Background: an optimization exercise with open tools, aiming at small area. Do not read the settings as production practice. Where RTL was checked, it was by simulation tests only, not by an equivalence proof against the original. The RTL of runs 4 and 5 was laid out without a check of its function. No activity file was given, so power comes from the tool's default toggle rates.

==> design.v <==
package pmu_pkg;
    typedef enum logic [1:0] {
        SELFTEST_NONE    = 2'b00,
        SELFTEST_ALL_ON  = 2'b01,
        SELFTEST_ALL_OFF = 2'b10,
        SELFTEST_ONE_ON  = 2'b11
    } selftest_e;
    typedef enum logic {
        BUS_IDLE = 1'b0,
        BUS_RESP = 1'b1
    } bus_state_e;
endpackage
module pmu_ao22 (
    input  logic a1,
    input  logic a2,
    input  logic b1,
    input  logic b2,
    output logic x
);
    assign x = (a1 & a2) | (b1 & b2);
endmodule
module pmu_aoi222 (
    input  logic a1,
    input  logic a2,
    input  logic b1,
    input  logic b2,
    input  logic c1,
    input  logic c2,
    output logic xn
);
    assign xn = ~((a1 & a2) | (b1 & b2) | (c1 & c2));
endmodule
module pmu_aoi22 (
    input  logic a1,
    input  logic a2,
    input  logic b1,
    input  logic b2,
    output logic xn
);
    assign xn = ~((a1 & a2) | (b1 & b2));
endmodule
module pmu_nand #(parameter int N = 2) (
    input  logic [N-1:0] a,
    output logic         x
);
    assign x = ~&a;
endmodule
module pmu_ao222 (
    input  logic a1,
    input  logic a2,
    input  logic b1,
    input  logic b2,
    input  logic c1,
    input  logic c2,
    output logic x
);
    assign x = (a1 & a2) | (b1 & b2) | (c1 & c2);
endmodule
module pmu_qsel (
    input  logic l,
    input  logic lim,
    input  logic h0,
    input  logic h1,
    input  logic q,
    input  logic z,
    output logic x
);
    assign x = (l & lim) | (h0 & q) | (h1 & (q ^ z));
endmodule
module pmu_nand2 (
    input  logic a1,
    input  logic a2,
    output logic xn
);
    assign xn = ~(a1 & a2);
endmodule
`timescale 1ns/1ns
module pmu_regs (
    input  logic              clk_i,
    input  logic              rstn_i,
    input  logic [6:0]        s_awaddr_i,
    input  logic              s_awvalid_i,
    output logic              s_awready_o,
    input  logic [31:0]       s_wdata_i,
    input  logic              s_wvalid_i,
    output logic              s_wready_o,
    output logic [1:0]        s_bresp_o,
    output logic              s_bvalid_o,
    input  logic              s_bready_i,
    input  logic [6:0]        s_araddr_i,
    input  logic              s_arvalid_i,
    output logic              s_arready_o,
    output logic [31:0]       s_rdata_o,
    output logic [1:0]        s_rresp_o,
    output logic              s_rvalid_o,
    input  logic              s_rready_i,
    output logic [31:0]       cfg_o,
    output logic [7:0]        ovf_mask_o,
    output logic [63:0]       weights_o,
    output logic [3:0][31:0]  limits_o,
    output logic [7:0]        cnt_ld_o,
    input  logic [7:0][31:0]  counter_val_i,
    input  logic [7:0]        ovf_vect_i,
    input  logic [3:0][31:0]  quota_i
);
    logic [4:0] wr_idx, rd_idx;
    logic bvalid_q, rvalid_q, wr_fire;
    logic [31:0] rdata_q, rd_data;
    logic [31:0] cfg_q;
    logic [7:0]  mask_q;
    logic [63:0] weights_q;
    logic [3:0][31:0] limits_q;
    assign wr_idx  = s_awaddr_i[6:2];
    assign rd_idx  = s_araddr_i[6:2];
    assign wr_fire = s_awvalid_i & s_wvalid_i & ~bvalid_q;
    assign s_awready_o = wr_fire;
    assign s_wready_o  = wr_fire;
    assign s_bvalid_o  = bvalid_q;
    assign s_bresp_o   = 2'b00;
    assign s_arready_o = s_arvalid_i & ~rvalid_q;
    assign s_rvalid_o  = rvalid_q;
    assign s_rdata_o   = rdata_q;
    assign s_rresp_o   = 2'b00;
    always_ff @(posedge clk_i or negedge rstn_i) begin
        if (!rstn_i) begin
            bvalid_q <= 1'b0;
            rvalid_q <= 1'b0;
        end else begin
            bvalid_q <= bvalid_q ? ~s_bready_i : (s_awvalid_i & s_wvalid_i);
            rvalid_q <= rvalid_q ? ~s_rready_i : s_arvalid_i;
        end
    end
    always_ff @(posedge clk_i) begin
        rdata_q <= rd_data;
    end
    logic [7:0] we;
    assign we[0] = wr_fire & (wr_idx == 5'd0);
    assign we[1] = wr_fire & (wr_idx == 5'd9);
    assign we[2] = wr_fire & (wr_idx == 5'd11);
    assign we[3] = wr_fire & (wr_idx == 5'd12);
    assign we[4] = wr_fire & (wr_idx == 5'd13);
    assign we[5] = wr_fire & (wr_idx == 5'd14);
    assign we[6] = wr_fire & (wr_idx == 5'd15);
    assign we[7] = wr_fire & (wr_idx == 5'd16);
    logic [7:0][31:0] wq, wd;
    assign wq[0] = cfg_q;
    assign wq[1] = {24'd0, mask_q};
    assign wq[2] = weights_q[31:0];
    assign wq[3] = weights_q[63:32];
    assign wq[4] = limits_q[0];
    assign wq[5] = limits_q[1];
    assign wq[6] = limits_q[2];
    assign wq[7] = limits_q[3];
    for (genvar r = 0; r < 8; r++) begin : g_wr
        logic wen;
        assign wen = ~we[r];
        for (genvar b = 0; b < ((r == 1) ? 8 : 32); b++) begin : g_b
            pmu_ao22 u_sel (.a1(we[r]), .a2(s_wdata_i[b]), .b1(wen), .b2(wq[r][b]), .x(wd[r][b]));
        end
    end
    always_ff @(posedge clk_i or negedge rstn_i) begin
        if (!rstn_i) begin
            cfg_q     <= '0;
            mask_q    <= '0;
            weights_q <= '0;
            limits_q  <= '0;
        end else begin
            cfg_q             <= wd[0];
            mask_q            <= wd[1][7:0];
            weights_q[31:0]   <= wd[2];
            weights_q[63:32]  <= wd[3];
            limits_q[0]       <= wd[4];
            limits_q[1]       <= wd[5];
            limits_q[2]       <= wd[6];
            limits_q[3]       <= wd[7];
        end
    end
    for (genvar i = 0; i < 8; i++) begin : g_ld
        assign cnt_ld_o[i] = wr_fire & (wr_idx == 5'(i + 1));
    end
    logic [20:0] rsel;
    logic rhold;
    assign rhold = rvalid_q;
    for (genvar k = 0; k < 21; k++) begin : g_rsel
        assign rsel[k] = ~rvalid_q & (rd_idx == 5'(k));
    end
    for (genvar b = 0; b < 32; b++) begin : g_rd
        localparam int NS = (b < 8) ? 22 : 20;
        localparam int NT = (NS + 2) / 3;
        logic [23:0] sel, dat;
        logic [NT-1:0] tn;
        always_comb begin
            sel = '0;
            dat = '0;
            sel[0] = rhold;    dat[0] = rdata_q[b];
            sel[1] = rsel[0];  dat[1] = cfg_q[b];
            for (int k = 0; k < 8; k++) begin
                sel[2+k] = rsel[1+k];  dat[2+k] = counter_val_i[k][b];
            end
            sel[10] = rsel[11]; dat[10] = weights_q[b];
            sel[11] = rsel[12]; dat[11] = weights_q[32+b];
            for (int k = 0; k < 4; k++) begin
                sel[12+k] = rsel[13+k]; dat[12+k] = limits_q[k][b];
                sel[16+k] = rsel[17+k]; dat[16+k] = quota_i[k][b];
            end
            if (b < 8) begin
                sel[20] = rsel[9];  dat[20] = mask_q[b];
                sel[21] = rsel[10]; dat[21] = ovf_vect_i[b];
            end
        end
        for (genvar t = 0; t < NT; t++) begin : g_t
            if (3*t + 2 < NS) begin : g3
                pmu_aoi222 u_t (.a1(sel[3*t]), .a2(dat[3*t]), .b1(sel[3*t+1]), .b2(dat[3*t+1]),
                                .c1(sel[3*t+2]), .c2(dat[3*t+2]), .xn(tn[t]));
            end else if (3*t + 1 < NS) begin : g2
                pmu_aoi22 u_t (.a1(sel[3*t]), .a2(dat[3*t]), .b1(sel[3*t+1]), .b2(dat[3*t+1]),
                               .xn(tn[t]));
            end else begin : g1
                pmu_nand2 u_t (.a1(sel[3*t]), .a2(dat[3*t]), .xn(tn[t]));
            end
        end
        pmu_nand #(.N(NT)) u_or (.a(tn), .x(rd_data[b]));
    end
    assign cfg_o      = cfg_q;
    assign ovf_mask_o = mask_q;
    assign weights_o  = weights_q;
    assign limits_o   = limits_q;
endmodule
`timescale 1ns/1ns
module pmu_event_counters (
    input  logic              clk_i,
    input  logic              rstn_i,
    input  logic [7:0]        events_i,
    input  logic              cnt_en_i,
    input  logic              cnt_softrst_i,
    input  logic              ovf_en_i,
    input  logic              ovf_softrst_i,
    input  logic [7:0]        cnt_ld_i,
    input  logic [31:0]       wdata_i,
    output logic [7:0][31:0]  counter_val_o,
    output logic [7:0]        ovf_vect_o
);
    logic [7:0][31:0] cnt_q;
    logic [7:0] ovf_q;
    logic [7:0] wrap;
    for (genvar i = 0; i < 8; i++) begin : g_cnt
        logic [31:0] nxt;
        logic sel_w, sel_c;
        assign sel_w = ~cnt_softrst_i & cnt_ld_i[i];
        assign sel_c = ~cnt_softrst_i & ~cnt_ld_i[i];
        logic inc;
        logic [32:0] c;
        logic p11, p22;       
        assign inc = cnt_en_i & events_i[i];
        assign p11 = &cnt_q[i][10:0];
        assign p22 = p11 & (&cnt_q[i][21:11]);
        for (genvar b = 0; b < 32; b++) begin : g_bit
            if (b == 0) begin : g_c0
                assign c[b] = inc;
            end else if (b == 11) begin : g_c11
                assign c[b] = inc & p11;
            end else if (b == 22) begin : g_c22
                assign c[b] = inc & p22;
            end
            if (b != 10 && b != 21) begin : g_cy
                assign c[b+1] = c[b] & cnt_q[i][b];
            end
            pmu_ao22 u_sel (.a1(sel_w), .a2(wdata_i[b]), .b1(sel_c), .b2(cnt_q[i][b] ^ c[b]), .x(nxt[b]));
        end
        assign wrap[i] = c[32] & sel_c;
        always_ff @(posedge clk_i or negedge rstn_i) begin
            if (!rstn_i) cnt_q[i] <= '0;
            else         cnt_q[i] <= nxt;
        end
    end
    always_ff @(posedge clk_i or negedge rstn_i) begin
        if (!rstn_i)            ovf_q <= '0;
        else if (ovf_softrst_i) ovf_q <= '0;
        else if (ovf_en_i)      ovf_q <= ovf_q | wrap;
    end
    assign counter_val_o = cnt_q;
    assign ovf_vect_o    = ovf_q;
endmodule
`timescale 1ns/1ns
module pmu_mccu (
    input  logic              clk_i,
    input  logic              rstn_i,
    input  logic [7:0]        events_i,
    input  logic              mccu_en_i,
    input  logic              mccu_softrst_i,
    input  logic [3:0]        update_quota_i,
    input  logic [63:0]       weights_i,
    input  logic [3:0][31:0]  limits_i,
    output logic [3:0][31:0]  quota_o,
    output logic [3:0]        exhausted_o
);
    for (genvar c = 0; c < 4; c++) begin : g_core
        logic [7:0] wa, wb;
        logic [8:0] wab;      
        logic [8:0] ca;
        logic ea, eb, s_a, s_b, s_ab;
        logic [8:0] costn;    
        logic [8:0] dlo;
        logic [32:9] z;       
        logic bw9, sat;
        logic sel_l;
        logic [31:0] d, q, nxt;
        logic ex;
        assign wa = weights_i[16*c +: 8];
        assign wb = weights_i[16*c+8 +: 8];
        assign ca[0] = 1'b0;
        for (genvar k = 0; k < 8; k++) begin : g_add
            assign wab[k]  = wa[k] ^ wb[k] ^ ca[k];
            assign ca[k+1] = (wa[k] & wb[k]) | (ca[k] & (wa[k] ^ wb[k]));
        end
        assign wab[8] = ca[8];
        assign ea   = mccu_en_i & events_i[c];
        assign eb   = mccu_en_i & events_i[c+4];
        assign s_a  = ea & ~eb;
        assign s_b  = ~ea & eb;
        assign s_ab = ea & eb;
        for (genvar k = 0; k < 9; k++) begin : g_cost
            if (k < 8) begin : g_w
                pmu_aoi222 u_c (.a1(s_a), .a2(wa[k]), .b1(s_b), .b2(wb[k]),
                                .c1(s_ab), .c2(wab[k]), .xn(costn[k]));
            end else begin : g_top
                assign costn[k] = ~(s_ab & wab[k]);
            end
        end
        logic [9:0] slo;
        assign slo = {1'b0, q[8:0]} + {1'b0, costn} + 10'd1;
        assign dlo = slo[8:0];
        assign bw9 = ~slo[9];
        logic g;
        assign z[9] = 1'b1;
        for (genvar k = 9; k < 32; k++) begin : g_z
            assign z[k+1] = z[k] & ~q[k];
        end
        assign sat = bw9 & z[32];
        assign g   = bw9 & ~z[32];
        assign d[8:0] = dlo;
        for (genvar k = 9; k < 32; k++) begin : g_dec
            assign d[k] = q[k] ^ (g & z[k]);
        end
        logic sel_dl, sel_dh;
        assign sel_l  = ~mccu_softrst_i & update_quota_i[c];
        assign sel_dh = ~mccu_softrst_i & ~update_quota_i[c];
        assign sel_dl = sel_dh & ~sat;
        for (genvar k = 0; k < 32; k++) begin : g_nxt
            pmu_ao22 u_sel (.a1(sel_l), .a2(limits_i[c][k]), .b1((k < 9) ? sel_dl : sel_dh), .b2(d[k]), .x(nxt[k]));
        end
        always_ff @(posedge clk_i or negedge rstn_i) begin
            if (!rstn_i) q <= '0;
            else         q <= nxt;
        end
        always_ff @(posedge clk_i or negedge rstn_i) begin
            if (!rstn_i) ex <= 1'b0;
            else         ex <= z[32] & ~|q[8:0];
        end
        assign quota_o[c]     = q;
        assign exhausted_o[c] = ex;
    end
endmodule
`timescale 1ns/1ns
module pmu_top (
    input  logic                          clk_i,
    input  logic                          rstn_i,
    input  logic [7-1:0]    s_awaddr_i,
    input  logic                          s_awvalid_i,
    output logic                          s_awready_o,
    input  logic [32-1:0]     s_wdata_i,
    input  logic [32/8-1:0]   s_wstrb_i,
    input  logic                          s_wvalid_i,
    output logic                          s_wready_o,
    output logic [1:0]                    s_bresp_o,
    output logic                          s_bvalid_o,
    input  logic                          s_bready_i,
    input  logic [7-1:0]    s_araddr_i,
    input  logic                          s_arvalid_i,
    output logic                          s_arready_o,
    output logic [32-1:0]     s_rdata_o,
    output logic [1:0]                    s_rresp_o,
    output logic                          s_rvalid_o,
    input  logic                          s_rready_i,
    input  logic [8-1:0]    events_i,
    output logic                          intr_overflow_o,
    output logic [4-1:0]       intr_mccu_o
);
    logic [31:0] cfg;
    logic [7:0]  ovf_mask;
    logic [63:0] weights;
    logic [3:0][31:0] limits;
    logic [7:0]  cnt_ld;
    logic [7:0]  events_sel;
    logic [7:0][31:0] counter_val;
    logic [7:0]  ovf_vect;
    logic [3:0][31:0] quota;
    logic [3:0]  exhausted;
    pmu_regs u_regs (
        .clk_i, .rstn_i,
        .s_awaddr_i, .s_awvalid_i, .s_awready_o,
        .s_wdata_i, .s_wvalid_i, .s_wready_o,
        .s_bresp_o, .s_bvalid_o, .s_bready_i,
        .s_araddr_i, .s_arvalid_i, .s_arready_o,
        .s_rdata_o, .s_rresp_o, .s_rvalid_o, .s_rready_i,
        .cfg_o        (cfg),
        .ovf_mask_o   (ovf_mask),
        .weights_o    (weights),
        .limits_o     (limits),
        .cnt_ld_o     (cnt_ld),
        .counter_val_i(counter_val),
        .ovf_vect_i   (ovf_vect),
        .quota_i      (quota)
    );
    always_comb begin
        case (cfg[31:30])
            2'b01:   events_sel = 8'hFF;
            2'b10:   events_sel = 8'h00;
            2'b11:   events_sel = 8'h01;
            default: events_sel = events_i;
        endcase
    end
    pmu_event_counters u_counters (
        .clk_i, .rstn_i,
        .events_i      (events_sel),
        .cnt_en_i      (cfg[0]),
        .cnt_softrst_i (cfg[1]),
        .ovf_en_i      (cfg[2]),
        .ovf_softrst_i (cfg[3]),
        .cnt_ld_i      (cnt_ld),
        .wdata_i       (s_wdata_i),
        .counter_val_o (counter_val),
        .ovf_vect_o    (ovf_vect)
    );
    pmu_mccu u_mccu (
        .clk_i, .rstn_i,
        .events_i      (events_sel),
        .mccu_en_i     (cfg[4]),
        .mccu_softrst_i(cfg[5]),
        .update_quota_i(cfg[9:6]),
        .weights_i     (weights),
        .limits_i      (limits),
        .quota_o       (quota),
        .exhausted_o   (exhausted)
    );
    assign intr_overflow_o = |(ovf_vect & ovf_mask);
    assign intr_mccu_o     = exhausted & {4{cfg[4]}};
endmodule
==> run.sh <==
#!/bin/bash
# synth_recipe.tcl (not shown) runs the flow's synth.tcl, then flattens the netlist and writes it again
# the make line also repeats each setting of config.mk as NAME=value (left out here)
make -C /OpenROAD-flow-scripts/flow DESIGN_CONFIG=/design/flow/config.mk WORK_HOME=/design/flow/orfs CLKGATE_MAP_FILE= SYNTH_SCRIPT=/design/flow/synth_recipe.tcl finish
==> config.mk <==
export PLATFORM = sky130hd
export DESIGN_NAME = pmu_top
export DESIGN_NICKNAME = pmu_top
export VERILOG_FILES = /design/flow/design.v
export SDC_FILE = /design/flow/constraint.sdc
export NUM_CORES = 4
export LEC_CHECK = 0
export CAP_MARGIN = 10
export CORE_MARGIN = 2
export CORE_UTILIZATION = 50
export CTS_BUF_LIST = sky130_fd_sc_hd__clkbuf_16
export CTS_CLUSTER_DIAMETER = 80
export CTS_CLUSTER_SIZE = 30
export SLEW_MARGIN = 10
export SYNTH_HIERARCHICAL = 1
export SYNTH_MINIMUM_KEEP_SIZE = 0
==> constraint.sdc <==
create_clock -name core_clock -period 6.0 [get_ports {clk_i}]
set_input_delay 1.2000 -clock core_clock [delete_from_list [all_inputs] [get_ports {clk_i}]]
set_output_delay 1.2000 -clock core_clock [all_outputs]
set_load 0.01 [all_outputs]
==> impl_metrics.toml, run 1 <==
[critical_path]
r2r-start = "u_regs.weights_q[56]"
worstSetupPathType = "register to register"
critPathRequiredTime_ps = 6540
cp-startpoint = "u_regs.weights_q[56]"
ff2ff_path_depth = 19
cp_max_fo = 4
rrSetupSlack_ps = 200
worstPathArrival_ps = 6340
critical_path.endpoint_type = "register"
start_kind = "register"

[place]
port_buffers = 98
dpl.hpwl_microns = 93510
place.gp.congestion = 1.015
pre_cts_slack_ps = 246.1

[flow_run]
maxCapViolations = 0

[synth]
synth.most_common_cell = "dfrtp_1"
synth_edf_count = 0
synth_common_cells = "dfrtp_1 (630), a22o_1 (616), ha_1 (284)"
yosysWarningCount = 10
synth-seq-cells = 662
netlist_instances = 2692
synthArstFlopShare_pct = 95.17
ys_types = 64
synth_area_per_cell_sq_um = 12.55
syn-cell-area_sq_um = 33790
seq_area_frac_synth_pct = 48.56
yosys.area.top_type = "dfrtp_1"
synthTopCellsByArea = "dfrtp_1 (47%), a22o_1 (16%), ha_1 (11%)"
yosysTopAreaCellShare_pct = 46.66
ys.flop_type = "dfrtp_1"

[clocking]
cts_sinks = 662
cts_tree = "yes"
cts_root_buf = "clkbuf_16"
path_clk_slew_ps = 120
ctsLongestPathBuffers = 3
numCtsBuffers = 36
htreeDepth = 2
clk_latency_ps = 620

[drt]
drt_iter0_drc = 4415
drc = 0
num_vias = 28680
vias_per_cell = 7.544
first_pass_iters = 12
wire_per_inst_microns = 35.86
ant_nets = 0
wirelength_microns = 136400

[die]
dieArea_sq_um = 69670
io_pins = 111
std_cell_rows = 95
die_x_microns = 263.9
start_util_pct = 50.40
die_y_microns = 263.9
core_area_sq_um = 67040

[sta]
final_hold_viol_count = 0
tightest_slew_ps = 1453
fin_skew_ps = 32.88
finalSetupTns_ps = 0
grt_setup_unrepaired = "false"
period_minus_slack_ps = 5802
slew_violations = 0
setup_slack_ps = 198.5
setup_viol = 0
slew_headroom_pct = 3.108
finalCritPeriodShare_pct = 96.69
timing.fmax_mhz = 172.4

[global_route]
grt_max_degree = 152
overflow = 0
grt_pass1_vias = 28000
grt_pass1_wl_microns = 197000
grt_use_total_pct = 38.69
antenna_found_initial = 7

[power]
power_mw = 13.12
pwr_density_cell_nw_per_um2 = 345.0
intPower_mw = 8.196
cellLeakagePower_nw = 18.45
p_seq_share_pct = 46.0
p_sw_mw = 4.928
ir_drop_mv = 0.2047
clkPwrFrac_pct = 23.4
combPwrFrac_pct = 30.6
switching_share_pct = 37.55

[finish]
fin_nets = 3283
drive_gt1_share_pct = 9.460
area_delta_synth_final_pct = 12.58

[worst_hold_path]
worstHoldPathCells = 1
hp-class = "register to register"
holdCritStartpoint = "u_regs.cfg_q[11]"

[outcome]
status = "finished clean"
-- state kept, by name, indices dropped and copies added, names as in the netlist --
signal / count
u_regs.weights_q: 64
u_regs.rvalid_q: 1
u_counters.cnt_q: 256
u_regs.rdata_q: 32
u_mccu.g_core.q: 128
u_regs.limits_q: 128
u_counters.ovf_q: 8
u_regs.bvalid_q: 1
u_regs.cfg_q: 32
u_mccu.g_core.ex: 4
u_regs.mask_q: 8
-- Yosys stat by module, one instance, submodules excluded, a selection --
module	copies in the design	cell area (sq um)
pmu_regs	1	7009
pmu_event_counters	1	10480
pmu_aoi22	24	12.51
pmu_top	1	143.9
pmu_nand2	8	3.754
pmu_mccu	1	7591
pmu_ao22	616	8.758
pmu_aoi222	232	10.01
-- stage by stage --
step | cell area, sq um | instances | hold slack [ps] | util [%]
2_1_floorplan | 33800 | 2695 | 463.4 | -
3_3_place_gp | 36740 | 3736 | 479.1 | 54.81
3_5_place_dp | 36740 | 3736 | 480.6 | 54.81
4_1_cts | 38010 | 3800 | 513.1 | 56.70
5_1_grt | 38030 | 3801 | 521.2 | 56.73
6_report | 38040 | 3802 | 515.1 | 56.74
-- cell families after synthesis --
family	share of synthesized area, %
simple gates	8.995
buf+inv	1.255
compound gates	25.77
flops	48.56
fa+ha+maj	12.41
mux	0.2000
xor+xnor	2.800
other cells	0.01110
-- power groups by stage --
stage               clock network [mW]  registers (mW)  logic [mW]
finish                            3.07            6.04        4.02
global route                      3.24            6.12        4.33
CTS                               3.09            6.00        3.92
detailed placement                   0            6.08        3.90
global placement                     0            6.06        3.77
floorplan                            0            5.76        2.57
-- layer usage --
metal  routed length, microns  up-vias  global-route usage [%]
li1                         -    11680                       -
met1                    53600    14770                   52.64
met2                    59240     1859                   57.59
met3                    16330      364                   10.85
met4                     6983       10                   17.18
met5                      198        -                   1.802
-- timing repair --
action | in CTS | in global routing
setup endpoints to repair | 0 | 9
hold endpoints to repair | 0 | 0
resized for setup | 0 | 4
buffers inserted | 0 | 1
hold buffers | 0 | 0
-- critical path: stages, from the launching register on --
cell and delay, ps:
dfrtp_2 460, ha_1 200, fa_1 410, fa_1 400, fa_1 400, fa_1 390
fa_1 410, fa_1 370, inv_1 90, fa_1 160, inv_1 40, a222oi_1 540
ha_1 380, o2111a_1 140, o41ai_1 60, buf_4 220, or3b_4 380, or4b_1 500
nand2_1 70, a22o_1 110
-- cell usage in the layout, fill, tap and decap left out, types with 25 or more instances in the layout --
cell,instances
dfrtp_1,628
a22o_1,616
ha_1,284
a222oi_1,232
buf_4,102
clkdlybuf4s50_1,97
nor2_1,87
nand4_1,79
xor2_1,69
inv_1,62
nor3_1,54
nand2_1,46
xnor2_1,39
clkbuf_16,37
fa_1,32
dfxtp_1,32
nor2_2,29
nor4_1,29
and4_1,25
-- final cells by class --
| cell class | count | area [sq um] |
|---|---|---|
| Multi-Input combinational cell | 1935 | 17180 |
| Clock buffer | 37 | 925.9 |
| Fill cell | 5665 | 29000 |
| Inverter | 62 | 232.7 |
| Clock inverter | 27 | 341.6 |
| Timing Repair Buffer | 205 | 1852 |
| Sequential cell | 662 | 16410 |
| Tap cell | 873 | 1092 |
| Antenna cell | 1 | 2.502 |
-- worst paths after layout --
check / end
worst max-delay path: u_mccu.g_core[3].q[30]
worst min-delay path: u_regs.cfg_q[11]
worst max register to register: u_mccu.g_core[3].q[30]
worst min register to register: u_regs.cfg_q[11]
max in group asynchronous: u_counters.cnt_q[48]
min in group asynchronous: u_regs.limits_q[96]
==> inputs of run 2 (changes only) <==
==> flow/run.sh (new file) <==
#!/bin/bash
# Standard ORFS layout (the standard.sh) with two extra settings:
#  - port buffers use the smallest buffer instead of the default choice
#  - clock tree without dummy balancing loads
# Each ORFS step writes its own log under orfs/logs; make's output goes to standard.log.
set -euo pipefail
bash standard.sh \
  "BUFFER_PORTS_ARGS=-buffer_cell sky130_fd_sc_hd__buf_1" \
  "CTS_ARGS=-sink_clustering_enable -repair_clock_nets -sink_clustering_size 30 -sink_clustering_max_diameter 80 -buf_list sky130_fd_sc_hd__clkbuf_16 -dont_use_dummy_load" \
  finish > standard.log 2>&1
==> standard.sh (new file) <==
#!/bin/bash
# synth_recipe.tcl (not shown) runs the flow's synth.tcl, then flattens the netlist and writes it again
# the make line also repeats each setting of config.mk as NAME=value (left out here)
make -C /OpenROAD-flow-scripts/flow DESIGN_CONFIG=/design/flow/config.mk WORK_HOME=/design/flow/orfs CLKGATE_MAP_FILE= SYNTH_SCRIPT=/design/flow/synth_recipe.tcl "${@:-finish}"
--- a/config.mk
+++ b/config.mk
@@ -5,12 +5,12 @@
 export SDC_FILE = /design/flow/constraint.sdc
 export NUM_CORES = 4
 export LEC_CHECK = 0
-export CAP_MARGIN = 10
+export CAP_MARGIN = 0
 export CORE_MARGIN = 2
 export CORE_UTILIZATION = 50
 export CTS_BUF_LIST = sky130_fd_sc_hd__clkbuf_16
 export CTS_CLUSTER_DIAMETER = 80
 export CTS_CLUSTER_SIZE = 30
-export SLEW_MARGIN = 10
+export SLEW_MARGIN = 0
 export SYNTH_HIERARCHICAL = 1
 export SYNTH_MINIMUM_KEEP_SIZE = 0
removed: run.sh
==> run 2 against run 1 <==
- still clean
- sequential power is essentially flat
- synthesized area unchanged
- hold slack worse by 13 ps
- global-route usage decreased by 0.21 points
- clock skew grew 23 ps
- critical path type unchanged
- largest cell class unchanged
- largest power group unchanged
==> impl_metrics.toml, run 2 <==
[global_route]
grt_pass1_vias = 28010
grt_use_total_pct = 38.48
overflow = 0
antenna_found_initial = 9
grt_max_degree = 154
grt_pass1_wl_microns = 196300

[finish]
regMostFlops = "u_counters.cnt_q"
antenna_cells = 0
largest_reg_flops = 256
multi_input_area_sq_um = 17170
fin_util_pct = 55.44
drive_gt1_share_pct = 8.806
final_common_cell = "dfrtp_1"
register_area_sq_um = 16410
fillCellCount = 5745
mostFrequentLayoutCells = "dfrtp_1 (629), a22o_1 (616), ha_1 (284)"
area_delta_synth_final_pct = 10.01
fin_nets = 3290
top_regs = "u_counters.cnt_q (256), u_mccu.g_core.q (128), u_regs.limits_q (128)"

[critical_path]
r2r_end = "u_mccu.g_core[2].q[30]"
ff2ff_path_depth = 20
worstPathArrival_ps = 6160
cp-startpoint = "u_regs.weights_q[32]"
worstSetupPathType = "register to register"
rrSetupSlack_ps = 330
critical_path.endpoint_type = "register"
cp_max_fo = 4
cp-endpoint = "u_mccu.g_core[2].q[30]"
critPathRequiredTime_ps = 6490
r2r-start = "u_regs.weights_q[32]"
start_kind = "register"

[sta]
timing.fmax_mhz = 176.2
tightest_slew_ps = 1364
finalCritPeriodShare_pct = 94.57
slew_violations = 0
fin_skew_ps = 56.33
setup_viol = 0
grt_setup_unrepaired = "false"
slew_headroom_pct = 8.972
final_hold_viol_count = 0
finalSetupTns_ps = 0
setup_slack_ps = 326.0
period_minus_slack_ps = 5674

[place]
pre_cts_slack_ps = 422.2
port_buffers = 98
place.gp.congestion = 1.072
dpl.hpwl_microns = 93830

[clocking]
ctsLongestPathBuffers = 3
path_clk_slew_ps = 80
cts_tree = "yes"
htreeDepth = 2
cts_sinks = 662
cts_root_buf = "clkbuf_16"
clk_latency_ps = 620
numCtsBuffers = 40

[synth]
synth-seq-cells = 662
synth_area_per_cell_sq_um = 12.55
yosysTopAreaCellShare_pct = 46.66
syn-cell-area_sq_um = 33790
synthTopCellsByArea = "dfrtp_1 (47%), a22o_1 (16%), ha_1 (11%)"
synthArstFlopShare_pct = 95.17
synth_common_cells = "dfrtp_1 (630), a22o_1 (616), ha_1 (284)"
yosys.area.top_type = "dfrtp_1"
synth.most_common_cell = "dfrtp_1"
yosysWarningCount = 10
ys.flop_type = "dfrtp_1"
synth_edf_count = 0
seq_area_frac_synth_pct = 48.56
ys_types = 64
netlist_instances = 2692

[drt]
num_vias = 28590
wirelength_microns = 135300
drt_iter0_drc = 4600
first_pass_iters = 12
ant_nets = 0
drc = 0
vias_per_cell = 7.564
wire_per_inst_microns = 35.78

[power]
ir_drop_mv = 0.1971
power_mw = 12.67
cellLeakagePower_nw = 18.08
pwr_density_cell_nw_per_um2 = 340.8

[flow_run]
maxCapViolations = 0

[die]
die_y_microns = 263.9
io_pins = 111
core_area_sq_um = 67040
dieArea_sq_um = 69670
std_cell_rows = 95
die_x_microns = 263.9
start_util_pct = 50.40

[outcome]
status = "finished clean"

[worst_hold_path]
hp-class = "register to register"
==> run 2: cell types whose count changed in the layout (fill, tap and decap cells not counted), sizes merged <==
| cell | change |
|---|---|
| clkdlybuf4s50 | -97 |
| inv | -17 |
| clkinvlp | -1 |
| diode | -1 |
| buf | +98 |
| clkbuf | +5 |
| clkinv | -8 |
| bufinv | -1 |
==> run 2: timing repair <==
action / 4_1_cts / 5_1_grt
gates resized for setup: 0 / 1
endpoints found under the hold margin: 0 / 0
setup buffers: 0 / 0
endpoints found under the setup margin: 0 / 2
hold buffers: 0 / 0
==> run 2: layer usage <==
layer | GRT usage (%) | wire length (microns)
met2 | 57.28 | 59050
met4 | 16.55 | 6630
met1 | 52.63 | 53630
met5 | 0 | 57
met3 | 10.96 | 15890
==> run 2: cells by family after synthesis <==
family | after synthesis | synth area share [%]
xor+xnor | 108 | 2.800
flops | 662 | 48.56
fa+ha+maj | 316 | 12.41
compound gates | 972 | 25.77
other cells | 1 | 0.01110
buf+inv | 98 | 1.255
mux | 6 | 0.2000
simple gates | 529 | 8.995
==> run 2: critical path, cell delays in order (launching register included) <==
cell,delay [ps]
dfrtp_1,420
ha_1,230
fa_1,380
fa_1,400
fa_1,420
fa_1,400
fa_1,390
fa_1,370
inv_1,80
fa_1,400
inv_1,60
a222oi_1,80
buf_4,200
ha_1,350
o2111ai_1,150
o21ba_2,340
nor3b_1,70
buf_4,160
nand4b_1,130
mux2_2,350
a22o_1,170
==> run 2: Yosys stat by module, one instance, submodules excluded, a selection <==
module              area, sq um  copies in the design  cells inside  flops+latches
pmu_event_counters        10480                     1           654            264
pmu_mccu                   7591                     1           709            132
pmu_regs                   7009                     1           350            266
pmu_top                   143.9                     1            27              0
pmu_aoi22                 12.51                    24             1              0
pmu_aoi222                10.01                   232             1              0
pmu_ao22                  8.758                   616             1              0
pmu_nand2                 3.754                     8             1              0
==> run 2: power breakdown <==
group,total [mW],switching (mW),internal (mW)
combinational,3.91,2.24,1.67
clock,2.71,1.52,1.19
sequential,6.05,0.903,5.14
total,12.7,4.66,8.00
==> run 2: layout make-up <==
class | count | share of cell area (%)
Inverter | 62 | 0.6261
Sequential cell | 662 | 44.14
Tap cell | 873 | 2.939
Timing Repair Buffer | 208 | 3.393
Clock buffer | 40 | 2.693
Multi-Input combinational cell | 1935 | 46.21
==> run 2: stage by stage <==
step	hold slack (ps)	cells	cell area (sq um)
6_report	502.2	3780	37170
5_1_grt	508.7	3780	37170
4_1_cts	503.1	3780	37170
3_5_place_dp	480.9	3740	36160
3_3_place_gp	479.6	3740	36160
2_1_floorplan	463.4	2695	33800
==> run 2: worst min-delay path by stage <==
stage                                 from                to  slack [ps]  cells after the start
final                     u_regs.cfg_q[16]  u_regs.cfg_q[16]         500                      1
after global routing      u_regs.cfg_q[26]  u_regs.cfg_q[26]         510                      1
after CTS                 u_regs.cfg_q[12]  u_regs.cfg_q[12]         500                      1
after detailed placement  u_regs.cfg_q[19]  u_regs.cfg_q[19]         480                      1
after global placement    u_regs.cfg_q[11]  u_regs.cfg_q[11]         480                      1
after floorplan           u_regs.cfg_q[10]  u_regs.cfg_q[10]         460                      1
==> inputs of run 3 (changes only) <==
--- a/config.mk
+++ b/config.mk
@@ -5,12 +5,12 @@
 export SDC_FILE = /design/flow/constraint.sdc
 export NUM_CORES = 4
 export LEC_CHECK = 0
-export CAP_MARGIN = 0
+export CAP_MARGIN = 10
 export CORE_MARGIN = 2
 export CORE_UTILIZATION = 50
 export CTS_BUF_LIST = sky130_fd_sc_hd__clkbuf_16
 export CTS_CLUSTER_DIAMETER = 80
 export CTS_CLUSTER_SIZE = 30
-export SLEW_MARGIN = 0
+export SLEW_MARGIN = 10
 export SYNTH_HIERARCHICAL = 1
 export SYNTH_MINIMUM_KEEP_SIZE = 0
==> run 3 against run 2 <==
- fmax stayed put
- worst setup slack unchanged
- register-to-register slack is essentially flat
- count of clock-buffer cells in the layout unchanged
- hold slack is the same
- clock power about the same
==> impl_metrics.toml, run 3 <==
[power]
cellLeakagePower_nw = 18.08
pwr_density_cell_nw_per_um2 = 340.8
ir_drop_mv = 0.1971
power_mw = 12.67

[synth]
netlist_instances = 2692
ys.flop_type = "dfrtp_1"
synth_area_per_cell_sq_um = 12.55
seq_area_frac_synth_pct = 48.56
synth_edf_count = 0
synth.most_common_cell = "dfrtp_1"
ys_types = 64
synthArstFlopShare_pct = 95.17
yosys.area.top_type = "dfrtp_1"
synth-seq-cells = 662
synth_common_cells = "dfrtp_1 (630), a22o_1 (616), ha_1 (284)"
syn-cell-area_sq_um = 33790
yosysTopAreaCellShare_pct = 46.66
yosysWarningCount = 10
synthTopCellsByArea = "dfrtp_1 (47%), a22o_1 (16%), ha_1 (11%)"

[die]
dieArea_sq_um = 69670
std_cell_rows = 95
start_util_pct = 50.40
core_area_sq_um = 67040
die_x_microns = 263.9
io_pins = 111
die_y_microns = 263.9

[finish]
top_regs = "u_counters.cnt_q (256), u_mccu.g_core.q (128), u_regs.limits_q (128)"
largest_reg_flops = 256
fin_nets = 3290
drive_gt1_share_pct = 8.806
regMostFlops = "u_counters.cnt_q"
mostFrequentLayoutCells = "dfrtp_1 (629), a22o_1 (616), ha_1 (284)"
area_delta_synth_final_pct = 10.01
final_common_cell = "dfrtp_1"
antenna_cells = 0

[outcome]
status = "finished clean"

[clocking]
cts_root_buf = "clkbuf_16"
cts_setup_buffers = 0
clk_latency_ps = 620
cts.repair.resized = 0
numCtsBuffers = 40
cts_sinks = 662
htreeDepth = 2
path_clk_slew_ps = 80
cts_tree = "yes"
cts_hold_buf = 0
ctsLongestPathBuffers = 3

[place]
dpl.hpwl_microns = 93830
place.gp.congestion = 1.072
port_buffers = 98

[sta]
period_minus_slack_ps = 5674
slew_headroom_pct = 8.972
tightest_slew_ps = 1364
finalCritPeriodShare_pct = 94.57
fin_skew_ps = 56.33
slew_violations = 0
finalSetupTns_ps = 0
grt_setup_unrepaired = "false"
final_hold_viol_count = 0
setup_viol = 0
timing.fmax_mhz = 176.2

[drt]
drc = 0
wire_per_inst_microns = 35.78
ant_nets = 0
vias_per_cell = 7.564
drt_iter0_drc = 4600
num_vias = 28590
first_pass_iters = 12
wirelength_microns = 135300

[global_route]
overflow = 0
grt_pass1_vias = 28010
grt_max_degree = 154
grt_use_total_pct = 38.48
grt_pass1_wl_microns = 196300
antenna_found_initial = 9

[critical_path]
critPathRequiredTime_ps = 6490
worstSetupPathType = "register to register"
critical_path.endpoint_type = "register"
worstPathArrival_ps = 6160
rrSetupSlack_ps = 330
cp_max_fo = 4
ff2ff_path_depth = 20
start_kind = "register"

[worst_hold_path]
worstHoldPathCells = 1
hp-class = "register to register"

[flow_run]
maxCapViolations = 0
-- run 3: cell counts after synthesis --
No cell type changed its count.
-- run 3: per-stage QoR --
step	cells	instance area (sq um)	hold WS [ps]	util (%)	setup slack (ps)
floorplan	2695	33800	463.4	-	105.1
global placement	3740	36160	479.6	53.95	443.6
detailed placement	3740	36160	480.9	53.95	422.2
CTS	3780	37170	503.1	55.44	387.4
global route	3780	37170	508.7	55.44	48.88
finish	3780	37170	502.2	55.44	326.0
-- run 3: worst paths after layout --
path	start	end
setup / recovery	u_regs.weights_q[32]	u_mccu.g_core[2].q[30]
hold / removal	u_regs.cfg_q[16]	u_regs.cfg_q[16]
setup reg to reg	u_regs.weights_q[32]	u_mccu.g_core[2].q[30]
hold reg to reg	u_regs.cfg_q[16]	u_regs.cfg_q[16]
max in group asynchronous	rstn_i	u_counters.cnt_q[47]
min in group asynchronous	rstn_i	u_regs.limits_q[66]
-- run 3: critical path: stages (launching register included) --
cell and delay [ps]:
dfrtp_1 420, ha_1 230, fa_1 380, fa_1 400, fa_1 420, fa_1 400
fa_1 390, fa_1 370, inv_1 80, fa_1 400, inv_1 60, a222oi_1 80
buf_4 200, ha_1 350, o2111ai_1 150, o21ba_2 340, nor3b_1 70, buf_4 160
nand4b_1 130, mux2_2 350, a22o_1 170
-- run 3: power by group --
part	total (mW)	internal (mW)	leakage [nW]	switching, mW
logic	3.91	1.67	8.78	2.24
registers	6.05	5.14	8.81	0.903
clock network	2.71	1.19	0.493	1.52
-- run 3: layout make-up --
type | count | area (sq um)
Sequential cell | 662 | 16410
Inverter | 62 | 232.7
Multi-Input combinational cell | 1935 | 17170
Timing Repair Buffer | 208 | 1261
Fill cell | 5745 | 29870
Clock buffer | 40 | 1001
Tap cell | 873 | 1092
-- run 3: Yosys stat by module (local to each module, per instance), excerpt --
module,cell area (sq um),cells inside
pmu_nand2,3.754,1
pmu_aoi22,12.51,1
pmu_mccu,7591,709
pmu_ao22,8.758,1
pmu_top,143.9,27
pmu_regs,7009,350
pmu_aoi222,10.01,1
pmu_event_counters,10480,654
-- run 3: cells by family after synthesis --
kind of cell             count (synthesis)  synth area share (%)
buffers and inverters                   98                 1.255
other                                    1               0.01110
XOR/XNOR                               108                 2.800
AO/OA/AOI/OAI                          972                 25.77
multiplexers                             6                0.2000
flip-flops                             662                 48.56
adder cells (fa/ha/maj)                316                 12.41
AND/OR/NAND/NOR                        529                 8.995
-- run 3: metal layers --
| metal | track usage (%) | up-vias | wire length (microns) |
|---|---|---|---|
| met1 | 52.63 | 14790 | 53630 |
| met4 | 16.55 | 8 | 6630 |
| met3 | 10.96 | 327 | 15890 |
| met5 | 0 | - | 57 |
| met2 | 57.28 | 1826 | 59050 |
| li1 | - | 11640 | - |
==> inputs of run 4 (changes only) <==
--- a/design.v
+++ b/design.v
@@ -74,6 +74,16 @@
 );
     assign xn = ~(a1 & a2);
 endmodule
+module pmu_qdec (
+    input  logic zi,
+    input  logic q,
+    input  logic g,
+    output logic zo,
+    output logic d
+);
+    assign zo = zi & ~q;
+    assign d  = q ^ (g & zi);
+endmodule
 `timescale 1ns/1ns
 module pmu_regs (
     input  logic              clk_i,
@@ -333,14 +343,11 @@
         assign bw9 = ~slo[9];
         logic g;
         assign z[9] = 1'b1;
-        for (genvar k = 9; k < 32; k++) begin : g_z
-            assign z[k+1] = z[k] & ~q[k];
-        end
         assign sat = bw9 & z[32];
         assign g   = bw9 & ~z[32];
         assign d[8:0] = dlo;
         for (genvar k = 9; k < 32; k++) begin : g_dec
-            assign d[k] = q[k] ^ (g & z[k]);
+            pmu_qdec u_dec (.zi(z[k]), .q(q[k]), .g(g), .zo(z[k+1]), .d(d[k]));
         end
         logic sel_dl, sel_dh;
         assign sel_l  = ~mccu_softrst_i & update_quota_i[c];
==> run 4 against run 3 <==
- clock power is 4% lower
- clock skew about the same
- synthesized area shrank 0.29%
- fmax about the same
- first-iteration DRC count decreased by 2.2%
- total power is 1.2% lower
- die area fell by 0.28%
- register-to-register slack about the same
- cell count is essentially flat
- critical endpoint is now u_mccu.g_core[2].ex
==> impl_metrics.toml, run 4 <==
[outcome]
status = "finished clean"

[finish]
fin_util_pct = 55.70
fin_area_sq_um = 37270
layoutNonFillerInstCount = 3781
drive_gt1_share_pct = 10.53
largest_reg_flops = 256
final_common_cell = "dfrtp_1"
fillCellCount = 5744
fin_nets = 3284
top_regs = "u_counters.cnt_q (256), u_mccu.g_core.q (128), u_regs.limits_q (128)"
mostFrequentLayoutCells = "dfrtp_1 (629), a22o_1 (616), ha_1 (280)"
regMostFlops = "u_counters.cnt_q"
area_delta_synth_final_pct = 10.64

[synth]
netlist_instances = 2689
ys.flop_type = "dfrtp_1"
syn-cell-area_sq_um = 33690
synth_area_per_cell_sq_um = 12.53
yosysWarningCount = 10
synth-seq-cells = 662
yosysTopAreaCellShare_pct = 46.80
synth_common_cells = "dfrtp_1 (630), a22o_1 (616), ha_1 (280)"
seq_area_frac_synth_pct = 48.70
synth_edf_count = 0
synthTopCellsByArea = "dfrtp_1 (47%), a22o_1 (16%), ha_1 (10%)"
synth.most_common_cell = "dfrtp_1"
synthArstFlopShare_pct = 95.17
yosys.area.top_type = "dfrtp_1"
ys_types = 56

[worst_hold_path]
holdCritStartpoint = "u_mccu.g_core[0].q[7]"
hp-class = "register to register"

[clocking]
ctsLongestPathBuffers = 3
cts_setup_buffers = 0
cts_sinks = 662
cts_root_buf = "clkbuf_16"
cts_hold_buf = 0
clk_latency_ps = 620
numCtsBuffers = 37
cts_tree = "yes"
htreeDepth = 2
path_clk_slew_ps = 120

[power]
ir_drop_mv = 0.2317
power_mw = 12.52
pwr_density_cell_nw_per_um2 = 335.8
cellLeakagePower_nw = 17.77

[global_route]
grt_max_degree = 165
grt_use_total_pct = 36.09
overflow = 0
grt_pass1_vias = 27250
grt_pass1_wl_microns = 184800
antenna_found_initial = 7

[critical_path]
start_kind = "register"
worstPathArrival_ps = 6170
r2r-start = "u_mccu.g_core[2].q[9]"
critPathRequiredTime_ps = 6500
cp_max_fo = 2
cp-startpoint = "u_mccu.g_core[2].q[9]"
critical_path.endpoint_type = "register"
worstSetupPathType = "register to register"

[sta]
timing.fmax_mhz = 176.4
setup_viol = 0
slew_violations = 0
slew_headroom_pct = 10.21
period_minus_slack_ps = 5670
finalSetupTns_ps = 0
final_hold_viol_count = 0
fin_skew_ps = 56.27
tightest_slew_ps = 1345
finalCritPeriodShare_pct = 94.51

[die]
core_area_sq_um = 66920
io_pins = 111
start_util_pct = 50.34
die_y_microns = 263.6
dieArea_sq_um = 69470
std_cell_rows = 95
die_x_microns = 263.6

[place]
place_inst = 3741
placed_cell_area_sq_um = 36110
place.gp.congestion = 1.039
port_buffers = 98
dpl.hpwl_microns = 85490

[drt]
drt_iter0_drc = 4497
num_vias = 27590
vias_per_cell = 7.298
drc = 0
first_pass_iters = 11
ant_nets = 0
wire_per_inst_microns = 33.64
wirelength_microns = 127200

[flow_run]
maxCapViolations = 0
-- run 4: layout make-up --
cell class	instances	area [sq um]	share of cell area, %
flip-flops and latches	662	16410	44.02
diodes	3	7.507	0.02014
repair buffers	192	1190	3.192
well taps	873	1092	2.930
multi-input cells	1956	17430	46.77
clock buffers	37	925.9	2.484
inverters	58	217.7	0.5841
-- run 4: worst paths after layout --
path                                        end  depth (start not counted)  slack (ps)
hold / removal              u_mccu.g_core[0].ex                          1         490
setup / recovery            u_mccu.g_core[2].ex                         27         330
setup reg to reg            u_mccu.g_core[2].ex                         27         330
max in group asynchronous  u_regs.weights_q[10]                          2        3880
hold reg to reg             u_mccu.g_core[0].ex                          1         490
min in group asynchronous       u_regs.cfg_q[2]                          1         640
-- run 4: power breakdown --
part           switching [mW]  internal, mW
clock                    1.49          1.11
sequential              0.862          5.17
combinational            2.11          1.78
total                    4.47          8.05
-- run 4: critical path, stage by stage (launching register included) --
cell     delay [ps]
dfrtp_1         410
nor2b_2         150
nor2b_2         180
nor2b_1         160
nor2b_2         170
nor2b_2         170
nor2b_1         180
nor2b_2         180
nor2b_2         160
nor2b_1         170
nor2b_2         190
nor2b_2         180
nor2b_2         170
nor2b_2         170
nor2b_2         190
nor2b_2         180
nor2b_1         190
nor2b_1         190
nor2b_2         210
nor2b_2         210
nor2b_2         210
nor2b_2         200
nor2b_2         190
nor2b_1         170
buf_4           150
inv_1            50
or4_1           570
nor4_4          160
-- run 4: modules after synthesis, one instance, submodules excluded, a selection --
module / flops+latches / cells
pmu_mccu: 132 / 430
pmu_event_counters: 264 / 654
pmu_aoi222: 0 / 1
pmu_nand2: 0 / 1
pmu_top: 0 / 27
pmu_regs: 266 / 350
-- run 4: layer usage --
layer	share of wire, %	global-route usage [%]	up-vias
li1	-	-	11440
met1	40	48.68	14310
met2	45	55.84	1539
met3	10	8.568	309
met4	4.7	15.38	0
met5	0	0	-
-- run 4: what timing repair did --
item / in CTS / in global routing
gates cloned: 0 / 0
gates resized for setup: 8 / 70
endpoints found under the setup margin: 3 / 132
-- run 4: metrics by stage --
stage	hold WS, ps	setup WS (ps)
CTS	463.3	5.097
global route	464.0	-52.34
floorplan	434.8	105.1
detailed placement	481.9	-199.3
global placement	478.8	-217.9
finish	494.8	329.5
-- run 4: logic make-up after synthesis --
logic type / share of synthesized area, %
compound gates: 25.33
other cells: 0.02229
simple gates: 9.047
fa+ha+maj: 12.30
flops: 48.70
xor+xnor: 3.536
buf+inv: 1.066
==> inputs of run 5 (changes only) <==
--- a/design.v
+++ b/design.v
@@ -260,19 +260,16 @@
         assign sel_c = ~cnt_softrst_i & ~cnt_ld_i[i];
         logic inc;
         logic [32:0] c;
-        logic p11, p22;       
+        logic p16;            
         assign inc = cnt_en_i & events_i[i];
-        assign p11 = &cnt_q[i][10:0];
-        assign p22 = p11 & (&cnt_q[i][21:11]);
+        assign p16 = &cnt_q[i][15:0];
         for (genvar b = 0; b < 32; b++) begin : g_bit
             if (b == 0) begin : g_c0
                 assign c[b] = inc;
-            end else if (b == 11) begin : g_c11
-                assign c[b] = inc & p11;
-            end else if (b == 22) begin : g_c22
-                assign c[b] = inc & p22;
+            end else if (b == 16) begin : g_c16
+                assign c[b] = inc & p16;
             end
-            if (b != 10 && b != 21) begin : g_cy
+            if (b != 15) begin : g_cy
                 assign c[b+1] = c[b] & cnt_q[i][b];
             end
             pmu_ao22 u_sel (.a1(sel_w), .a2(wdata_i[b]), .b1(sel_c), .b2(cnt_q[i][b] ^ c[b]), .x(nxt[b]));
==> run 5 against run 4 <==
- still clean on timing, DRC and antenna
- hold slack improved by 12 ps
- count of clock-buffer cells in the layout unchanged
- clock skew decreased by 7.9 ps
- final area decreased by 0.67%
- routed wire length decreased by 2.4%
- synthesized area decreased by 0.26%
- combinational power decreased by 6.9%
- largest power group unchanged
==> impl_metrics.toml, run 5 <==
[outcome]
status = "finished clean"

[synth]
seq_area_frac_synth_pct = 48.83
yosysTopAreaCellShare_pct = 46.92
yosys.area.top_type = "dfrtp_1"
syn-cell-area_sq_um = 33600
yosysWarningCount = 10
ys_types = 56
synth.most_common_cell = "dfrtp_1"
synthTopCellsByArea = "dfrtp_1 (47%), a22o_1 (16%), ha_1 (11%)"
ys.flop_type = "dfrtp_1"
synth_edf_count = 0
synthArstFlopShare_pct = 95.17
synth_common_cells = "dfrtp_1 (630), a22o_1 (616), ha_1 (288)"
netlist_instances = 2656
synth_area_per_cell_sq_um = 12.65
synth-seq-cells = 662

[sta]
final_hold_viol_count = 0
whs_ps = 506.9
slew_headroom_pct = 14.14
timing.fmax_mhz = 174.6
period_minus_slack_ps = 5728
tightest_slew_ps = 1281
finalSetupTns_ps = 0
fin_skew_ps = 48.33
setup_viol = 0
finalCritPeriodShare_pct = 95.46
slew_violations = 0

[place]
place_inst = 3708
place.gp.congestion = 0.9683
port_buffers = 98
dpl.hpwl_microns = 87650

[global_route]
antenna_found_initial = 5
grt_pass1_wl_microns = 181400
grt_use_total_pct = 35.23
grt_util_met1_pct = 49.94
grt_max_degree = 139
grt.met3_usage_pct = 8.989
grt.busiest_layer = "met2"
overflow = 0
gr-usage-met2_pct = 52.92
grt_pass1_vias = 26450

[die]
die_y_microns = 263.2
core_area_sq_um = 66800
die_x_microns = 263.2
std_cell_rows = 95
start_util_pct = 50.30
dieArea_sq_um = 69290
io_pins = 111

[flow_run]
maxCapViolations = 0

[critical_path]
critPathSlowestCell = "or4_1"
path_buf_inv = 1
cpLargestDelayFamily = "simple AND/OR/NAND/NOR gates"
cp_common_cell = "nor2b_1"
path_depth = 26
cp_max_fo = 2
start_kind = "register"
ff2ff_path_depth = 26
worstPathArrival_ps = 6210
worstSetupPathType = "register to register"
critical_path.endpoint_type = "register"
cpPeakStageDelay_ps = 510
critPathRequiredTime_ps = 6480

[finish]
area_delta_synth_final_pct = 10.20
top_regs = "u_counters.cnt_q (256), u_mccu.g_core.q (128), u_regs.limits_q (128)"
largest_reg_flops = 256
regMostFlops = "u_counters.cnt_q"
layoutNonFillerInstCount = 3750
final_common_cell = "dfrtp_1"
drive_gt1_share_pct = 9.889
mostFrequentLayoutCells = "dfrtp_1 (630), a22o_1 (616), ha_1 (288)"
fin_nets = 3259

[clocking]
clk_latency_ps = 600
path_clk_slew_ps = 90
cts_tree = "yes"
cts_root_buf = "clkbuf_16"
htreeDepth = 2
cts_setup_buffers = 0
cts_sinks = 662
ctsLongestPathBuffers = 3
cts.repair.resized = 7
cts_hold_buf = 0
numCtsBuffers = 37

[power]
power_mw = 12.30
cellLeakagePower_nw = 17.71
pwr_density_cell_nw_per_um2 = 332.2
ir_drop_mv = 0.2355

[drt]
num_vias = 27160
drt_iter0_drc = 4337
ant_nets = 0
drc = 0
vias_per_cell = 7.242
first_pass_iters = 10
wirelength_microns = 124100
wire_per_inst_microns = 33.10

[worst_hold_path]
worstHoldPathCells = 1
hp-class = "register to register"
run 5: cell count changes after synthesis, sizes merged:
cell,change
nand4,-8
nand3,-16
and4,+8
nor3,-8
ha,+8
xor2,-8
clkbuf,-1
inv,-8
run 5: worst paths after layout:
check	startpoint	end	slack, ps
setup reg to reg	u_mccu.g_core[1].q[9]	u_mccu.g_core[1].ex	270
hold / removal	u_regs.cfg_q[22]	u_regs.cfg_q[22]	510
max in group asynchronous	rstn_i	u_counters.cnt_q[129]	4040
hold reg to reg	u_regs.cfg_q[22]	u_regs.cfg_q[22]	510
setup / recovery	u_mccu.g_core[1].q[9]	u_mccu.g_core[1].ex	270
min in group asynchronous	rstn_i	u_counters.cnt_q[68]	670
run 5: where the power goes:
group | switching, mW | internal (mW)
Clock | 1.49 | 1.11
Sequential | 0.920 | 5.16
Combinational | 1.97 | 1.65
Total | 4.38 | 7.92
run 5: logic make-up after synthesis:
logic type               after synthesis  synth area share [%]
flip-flops                           662                 48.83
AND/OR/NAND/NOR                      525                 8.788
buffers and inverters                 72                0.9980
XOR/XNOR                             128                 3.337
adder cells (fa/ha/maj)              320                 12.63
AO/OA/AOI/OAI                        947                 25.40
other                                  2               0.02235
run 5: area by class of cell:
type                            count  area, sq um
Antenna cell                        5        12.51
Fill cell                        5605        29780
Sequential cell                   662        16410
Multi-Input combinational cell   1932        17240
Inverter                           50        187.7
Tap cell                          873         1092
Clock buffer                       37        925.9
Timing Repair Buffer              191         1164
run 5: Yosys stat by module, one instance, submodules excluded, a selection:
module              cell area [sq um]  copies in the design
pmu_ao22                        8.758                   616
pmu_aoi222                      10.01                   232
pmu_event_counters              10390                     1
pmu_mccu                         5767                     1
pmu_nand2                       3.754                     8
pmu_top                         143.9                     1
run 5: routing by layer:
layer	routed length, microns	vias to the layer above	part of all wire [%]
met5	41	-	0.033
met4	4379	6	3.5
met3	13320	215	11
met2	54640	1456	44
met1	51730	14140	42
li1	-	11340	-
run 5: per-stage QoR:
step	utilization [%]	worst slack (ps)	cell area (sq um)
finish	55.43	272.4	37030
global route	55.41	-14.81	37010
CTS	55.18	3.762	36860
detailed placement	53.76	-119.9	35910
global placement	53.76	-80.44	35910
floorplan	-	105.1	33640
run 5: worst register-to-register path, stage by stage, from the launching register on:
cell and delay [ps]:
dfrtp_1 390, nor2b_1 150, nor2b_2 170, nor2b_1 170, nor2b_2 190, nor2b_2 170, nor2b_1 170, nor2b_2 210
nor2b_1 210, nor2b_1 200, nor2b_1 210, nor2b_1 210, nor2b_2 210, nor2b_2 180, nor2b_2 220, nor2b_4 210
nor2b_1 180, nor2b_1 200, nor2b_4 190, nor2b_1 190, nor2b_1 200, nor2b_1 200, nor2b_2 210, nor2b_2 200
inv_1 70, or4_1 510, nor4_1 200
==> inputs of run 6 (changes only) <==
--- a/design.v
+++ b/design.v
@@ -84,6 +84,21 @@
     assign zo = zi & ~q;
     assign d  = q ^ (g & zi);
 endmodule
+module pmu_ao21 (
+    input  logic a1,
+    input  logic a2,
+    input  logic b1,
+    output logic x
+);
+    assign x = (a1 & a2) | b1;
+endmodule
+module pmu_xor2 (
+    input  logic a,
+    input  logic b,
+    output logic x
+);
+    assign x = a ^ b;
+endmodule
 `timescale 1ns/1ns
 module pmu_regs (
     input  logic              clk_i,
@@ -334,10 +349,16 @@
                 assign costn[k] = ~(s_ab & wab[k]);
             end
         end
-        logic [9:0] slo;
-        assign slo = {1'b0, q[8:0]} + {1'b0, costn} + 10'd1;
-        assign dlo = slo[8:0];
-        assign bw9 = ~slo[9];
+        logic [8:0] p, gn;
+        logic [9:0] cy;
+        assign cy[0] = 1'b1;
+        for (genvar k = 0; k < 9; k++) begin : g_sub
+            assign p[k]  = q[k] ^ costn[k];
+            assign gn[k] = q[k] & costn[k];
+            pmu_ao21 u_c (.a1(p[k]), .a2(cy[k]), .b1(gn[k]), .x(cy[k+1]));
+            pmu_xor2 u_s (.a(p[k]), .b(cy[k]), .x(dlo[k]));
+        end
+        assign bw9 = ~cy[9];
         logic g;
         assign z[9] = 1'b1;
         assign sat = bw9 & z[32];
==> run 6 against run 5 <==
- utilization is 0.62 points higher
- cell count is 1.5% lower
- combinational power is 12% lower
- clock power hardly changed
- synthesized cell count is 2.9% lower
- non-clock buffer count is 23 higher
- worst setup slack better by 6.4 ps
- flip-flop and latch count stayed put
- hold slack worse by 9.3 ps
- synthesized area is 1.1% lower
- critical path depth stayed put
==> impl_metrics.toml, run 6 <==
[flow_run]
maxCapViolations = 0

[place]
pre_cts_slack_ps = 82.10
dpl.hpwl_microns = 84370
port_buffers = 98
placed_cell_area_sq_um = 35770
place_inst = 3652
place.gp.congestion = 0.9699

[die]
dieArea_sq_um = 68540
std_cell_rows = 94
die_x_microns = 261.8
io_pins = 111
core_area_sq_um = 65750
die_y_microns = 261.8
start_util_pct = 50.55

[worst_hold_path]
hp-class = "register to register"

[drt]
drc = 0
wire_per_inst_microns = 33.54
drt_iter0_drc = 4107
ant_nets = 0
num_vias = 26770
first_pass_iters = 7
vias_per_cell = 7.248
wirelength_microns = 123900

[sta]
finalCritPeriodShare_pct = 95.35
finalSetupTns_ps = 0
whs_ps = 497.6
period_minus_slack_ps = 5721
tightest_slew_ps = 1329
fin_skew_ps = 47.12
setup_viol = 0
setup_slack_ps = 278.8
slew_headroom_pct = 11.39
final_hold_viol_count = 0
slew_violations = 0
timing.fmax_mhz = 174.8

[finish]
final_common_cell = "dfrtp_1"
fin_util_pct = 56.04
area_delta_synth_final_pct = 10.87
largest_reg_flops = 256
mostFrequentLayoutCells = "dfrtp_1 (629), a22o_1 (616), ha_1 (288)"
drive_gt1_share_pct = 10.90
layoutNonFillerInstCount = 3693
multi_input_area_sq_um = 16950
register_area_sq_um = 16410
fin_area_sq_um = 36850
top_regs = "u_counters.cnt_q (256), u_mccu.g_core.q (128), u_regs.limits_q (128)"
fillCellCount = 5561
regMostFlops = "u_counters.cnt_q"
fin_nets = 3208

[clocking]
cts_setup_buffers = 0
numCtsBuffers = 37
cts_tree = "yes"
ctsLongestPathBuffers = 3
cts_hold_buf = 0
path_clk_slew_ps = 110
cts_sinks = 662
htreeDepth = 2
clk_latency_ps = 620
cts_root_buf = "clkbuf_16"

[global_route]
grt_pass1_wl_microns = 179300
grt_max_degree = 167
antenna_found_initial = 3
overflow = 0
grt_use_total_pct = 35.93
grt_pass1_vias = 26400

[synth]
netlist_instances = 2578
synth-seq-cells = 662
yosys.area.top_type = "dfrtp_1"
yosysTopAreaCellShare_pct = 47.44
synth_area_per_cell_sq_um = 12.89
yosysWarningCount = 10
seq_area_frac_synth_pct = 49.37
ys.flop_type = "dfrtp_1"
synth.most_common_cell = "dfrtp_1"
ys_types = 47
synth_edf_count = 0
syn-cell-area_sq_um = 33230
synth_common_cells = "dfrtp_1 (630), a22o_1 (616), ha_1 (288)"
synthArstFlopShare_pct = 95.17
synthTopCellsByArea = "dfrtp_1 (47%), a22o_1 (16%), ha_1 (11%)"

[critical_path]
worstPathArrival_ps = 6210
start_kind = "register"
worstSetupPathType = "register to register"
critPathRequiredTime_ps = 6490
critical_path.endpoint_type = "register"
cp_max_fo = 3

[power]
power_mw = 11.97
ir_drop_mv = 0.2610
pwr_density_cell_nw_per_um2 = 324.9
cellLeakagePower_nw = 17.77

[outcome]
status = "finished clean"
## run 6: path summary, 6_finish.rpt
kind | from | end | slack (ps) | cells past startpoint
min in group asynchronous | rstn_i | u_regs.weights_q[36] | 740 | 1
setup / recovery | u_mccu.g_core[0].q[9] | u_mccu.g_core[0].ex | 280 | 26
hold reg to reg | u_mccu.g_core[3].q[8] | u_mccu.g_core[3].ex | 500 | 1
hold / removal | u_mccu.g_core[3].q[8] | u_mccu.g_core[3].ex | 500 | 1
max in group asynchronous | rstn_i | u_counters.cnt_q[159] | 3850 | 2
setup reg to reg | u_mccu.g_core[0].q[9] | u_mccu.g_core[0].ex | 280 | 26
## run 6: cell families after synthesis
group                    synth area share, %
AO/OA/AOI/OAI                          25.33
XOR/XNOR                               3.584
adder cells (fa/ha/maj)                12.53
buffers and inverters                 0.8395
flip-flops                             49.37
other                                0.02260
AND/OR/NAND/NOR                        8.328
## run 6: worst max-delay path: stages, from the launching register on
cell and delay, ps:
dfrtp_1 400, nor2b_1 170, nor2b_2 230, nor2b_1 190
nor2b_1 190, nor2b_2 210, nor2b_2 190, nor2b_2 200
nor2b_2 190, nor2b_2 180, nor2b_2 170, nor2b_2 190
nor2b_2 210, nor2b_1 170, nor2b_2 200, nor2b_2 180
nor2b_1 190, nor2b_1 200, nor2b_1 190, nor2b_2 190
nor2b_2 200, nor2b_2 190, nor2b_2 180, nor2b_1 150
buf_4 160, or4b_1 460, nor4_2 200
## run 6: power breakdown
group          internal, mW  switching, mW  leakage (nW)
combinational          1.53           1.66          8.54
clock                  1.11           1.51         0.456
sequential             5.22          0.939          8.78
## run 6: timing repair
action | 4_1_cts | 5_1_grt
gates resized for setup | 1 | 53
setup endpoints to repair | 1 | 132
pin swaps | 0 | 0
## run 6: per-module statistics from Yosys, one instance, submodules excluded, excerpt
module	cell area, sq um	cells inside	times used	flip-flops and latches
pmu_event_counters	10390	621	1	264
pmu_regs	7009	350	1	266
pmu_mccu	4815	280	1	132
pmu_qdec	18.77	3	92	0
pmu_aoi222	10.01	1	232	0
pmu_xor2	8.758	1	36	0
pmu_ao21	7.507	1	36	0
## run 6: cell type report
| cell class | count | area share [%] |
|---|---|---|
| Tap cell | 864 | 2.934 |
| Timing Repair Buffer | 214 | 3.650 |
| Antenna cell | 4 | 0.02717 |
| Multi-Input combinational cell | 1877 | 45.99 |
| Sequential cell | 662 | 44.53 |
| Clock buffer | 37 | 2.513 |
| Inverter | 35 | 0.3565 |
## run 6: routing by layer
metal	vias up	share of wire [%]	wire length (microns)	global-route usage, %
met5	-	0.033	41	0
met4	6	6.4	7901	19.48
met3	297	9.2	11360	6.250
met2	1531	44	54890	55.09
met1	13810	40	49670	48.77
li1	11120	-	-	-

==> separate check: timing with driven ports <==
In the flow no input, the clock included, has a driving cell. The finished layouts below were timed again as built, in two steps. Step 1, drivers: a clkbuf_16 drives clk_i and a buf_2 each remaining input, both assumed. Step 2, shift: input delay + t, output delay - t, t = (earliest + latest rising clock arrival at the registers) / 2. This alone moves slack from input paths to output paths. a / b / c = ideal ports / drivers / drivers and shift; a / b = the first two.
| run | t, ns | setup WS [ns] | worst hold slack (ns) | latest minus earliest clock arrival (ns) |
|---|---|---|---|---|
| run 1 | 0.669 | 0.198 / 0.198 / 0.198 | 0.515 / 0.515 / 0.515 | 0.033 / 0.033 |
| run 2 | 0.661 | 0.326 / 0.326 / 0.326 | 0.502 / 0.502 / 0.502 | 0.058 / 0.058 |
| run 3 | 0.661 | 0.326 / 0.326 / 0.326 | 0.502 / 0.502 / 0.502 | 0.058 / 0.058 |
| run 4 | 0.661 | 0.330 / 0.330 / 0.330 | 0.495 / 0.495 / 0.495 | 0.056 / 0.056 |
| run 5 | 0.643 | 0.272 / 0.272 / 0.272 | 0.507 / 0.507 / 0.507 | 0.050 / 0.049 |
| run 6 | 0.664 | 0.279 / 0.279 / 0.199 | 0.498 / 0.498 / 0.498 | 0.049 / 0.049 |
After both steps every run listed still meets setup and hold. The setup slack of run 6, which loses most, moves by 0.000 ns with the drivers and by -0.080 ns with both steps.
